This design comes from an exercise in tuning for small area, a short achievable clock period and few clock cycles per item on the open sky130 flow, not from production work. In this exercise RTL edits were held to simulation tests only and were not proved equivalent to the original. Power and IR drop assume default switching activity.

== job 6111 ==
## second_chance_expiry_table_core
module second_chance_expiry_table_core
#(
    parameter int ENTRIES    = scet_pkg::ENTRIES_DEF,
    parameter int KEY_BITS   = scet_pkg::KEY_BITS_DEF,
    parameter int VALUE_BITS = scet_pkg::VALUE_BITS_DEF
) (
    input  logic                aclk,
    input  logic                aresetn,
    input  logic                s_tvalid,
    output logic                s_tready,
    input  logic [scet_pkg::S_DATA_W-1:0] s_tdata,    
    input  logic [scet_pkg::OPCODE_W-1:0] s_tuser,    
    output logic                m_tvalid,
    input  logic                m_tready,
    output logic [scet_pkg::M_DATA_W-1:0] m_tdata     
);
    localparam int RES_W = 2 + scet_pkg::COUNT_W;   
    localparam int QD    = 4;                       
    logic [KEY_BITS-1:0]   key_in;
    logic [VALUE_BITS-1:0] val_in;
    logic                  rdy_reg;
    logic                  acc;
    assign key_in = s_tdata[KEY_BITS-1:0];
    assign val_in = s_tdata[scet_pkg::KEY_W +: VALUE_BITS];
    assign acc    = s_tvalid && rdy_reg;
    logic [ENTRIES-1:0]            valid_reg, recent_reg, hit_reg;
    logic [ENTRIES-1:0]            valid_next, recent_next, hit_next;
    logic [ENTRIES*KEY_BITS-1:0]   keys;
    logic [ENTRIES*VALUE_BITS-1:0] vals;
  ...
clock: 5.0 ns
lec_check: 0
cap_margin: 20
core_margin: 2
core_utilization: 78
cts_cluster_diameter: 80
cts_cluster_size: 30
setup_slack_margin: 2.7
slew_margin: 20
run.sh (not shown) runs the stock make flow with config.mk's settings and CLKGATE_MAP_FILE= SYNTH_SCRIPT=/design/flow/synth_recipe.tcl, a recipe that flattens the netlist after the stock synthesis.
Testbench counts of job 6111, summed over its fixed seeds: cycles 4,024, items 4,000.
--- input diff job 6111..job 105 ---
-- flow/config.mk --
<<< job 6111, line 10
export CORE_UTILIZATION = 78
>>> job 105, line 10
export CORE_UTILIZATION = 70
<<< job 6111, line 12
export CTS_CLUSTER_SIZE = 30
export SETUP_SLACK_MARGIN = 2.7
>>> job 105, line 12
export CTS_CLUSTER_SIZE = 28
export SETUP_SLACK_MARGIN = 2.6
Results
Global-route wire length before repair on job 105 is ahead of job 6111.
In the route summary, job 105 ends up with a via count below that of job 6111.
NOTE: final area in job 105 falls short of that of job 6111
Global-route usage was higher in the run labelled job 6111.
In the flow results for job 105 and job 6111, the clock tree buffer count of the final layout is larger on job 105.
For share of total power in the clock network, job 6111 and job 105 come out practically identical.
Total number of tap cells: lower on job 6111
#### Input delta (job 7604 over job 105)
-- flow/config.mk --
<<< job 105, line 10
export CORE_UTILIZATION = 70
export CTS_CLUSTER_DIAMETER = 80
export CTS_CLUSTER_SIZE = 28
export SETUP_SLACK_MARGIN = 2.6
>>> job 7604, line 10
export CORE_UTILIZATION = 75
export CTS_CLUSTER_DIAMETER = 70
export CTS_CLUSTER_SIZE = 24
export SETUP_SLACK_MARGIN = 2.85
- Diff job 7604..job 105 | global-route congestion overflow total | unchanged
- Job 7604 — detail-routed net length per standard cell 2.7 um higher, job 105 as reference
- Diff job 105 -> job 7604 | final cell count | up slightly
- Going from job 105 to job 7604, met1 layer usage reported by global route grows by 4.2 points.
- Job 7604 — sequential share of layout area 2.5 points lower, job 105 as reference
Relative to job 7604, the following input files were edited for job 348:
-- flow/config.mk --
<<< job 7604, line 10
export CORE_UTILIZATION = 75
export CTS_CLUSTER_DIAMETER = 70
export CTS_CLUSTER_SIZE = 24
export SETUP_SLACK_MARGIN = 2.85
>>> job 348, line 10
export CORE_UTILIZATION = 60
export CTS_CLUSTER_DIAMETER = 80
export CTS_CLUSTER_SIZE = 30
export SETUP_SLACK_MARGIN = 2.5
[summary]
Changes observed in job 348 relative to job 7604: placed wire-length estimate now larger; placement-stage cell area now larger; data arrival time of the critical path now smaller; clock network power now smaller; antenna diode count now smaller. In the flow results for job 7604 and job 348, the clock insertion delay at the later pin of the skew report is smaller on job 348. STATUS global-route wire length before repair: job 348 wins against job 7604. Summary — placed cell count, job 348 relative to job 7604: higher, by 276.
> inputs changed (job 348 -> job 4372)
-- flow/config.mk --
<<< job 348, line 10
export CORE_UTILIZATION = 60
>>> job 4372, line 10
export CORE_UTILIZATION = 70
<<< job 348, line 13
export SETUP_SLACK_MARGIN = 2.5
>>> job 4372, line 13
export SETUP_SLACK_MARGIN = 2.7
--- outcome ---
- Job 348: all stages complete, timing, DRC and antenna checks passed
- Both conditions hold for job 4372: the flow ran to the end and the final layout passed the timing, design-rule and antenna checks.
- Compared with job 348, job 4372 shows a higher non-clock buffer count.
- Job 4372 vs job 348, number of instances in the placed design went down by 223.
- Sum of routed wire length over all layers: job 348 and job 4372 compared, lower one is job 4372
- When job 4372 is set beside job 348, its required time at the worst-slack endpoint turns out to be 0.23 ns larger.
- ~same clock-pin slew on the worst setup and hold paths in job 348 and job 4372
- Iteration-0 DRC count of the detailed router of job 4372 exceeds that of job 348 by more than 10%.
- Job 4372 vs job 348: final critical-path setup slack up in job 4372

[what the ideal ports hide]
Ports are ideal in the flow. The routed layouts listed here were re-timed in OpenROAD.
Step 1 sets driving cells, clkbuf_16 on the clock port and buf_2 on the other inputs (assumed; they add their load-dependent delay and slew).
Step 2 adds t to the input delays and takes it off the output delays; t is the mean of the earliest and latest rising clock arrival at the registers after step 1. Input paths then give back, and output paths get back, about the clock's delay inside the block.
Slacks: ideal / step 1 / step 2; pairs: ideal / step 1.
run | t (ns) | setup slack, ns | hold slack, ns | worst register clock-pin slew, ns
job 6111 | 0.752 | 2.563 / 2.563 / 1.978 | 0.469 / 0.469 / 0.469 | 0.12 / 0.12
job 105 | 0.762 | 2.601 / 2.568 / 1.917 | 0.488 / 0.487 / 0.488 | 0.12 / 0.12
job 7604 | 0.776 | 2.411 / 2.411 / 2.133 | 0.476 / 0.476 / 0.476 | 0.10 / 0.10
job 348 | 0.760 | 2.472 / 2.472 / 1.867 | 0.482 / 0.482 / 0.482 | 0.12 / 0.12
job 4372 | 0.756 | 2.654 / 2.654 / 2.002 | 0.489 / 0.489 / 0.489 | 0.12 / 0.12
After both steps setup and hold are still met in every run listed. The setup slack of job 105, which loses most, moves by -0.033 ns with the drivers and by -0.684 ns with both steps.
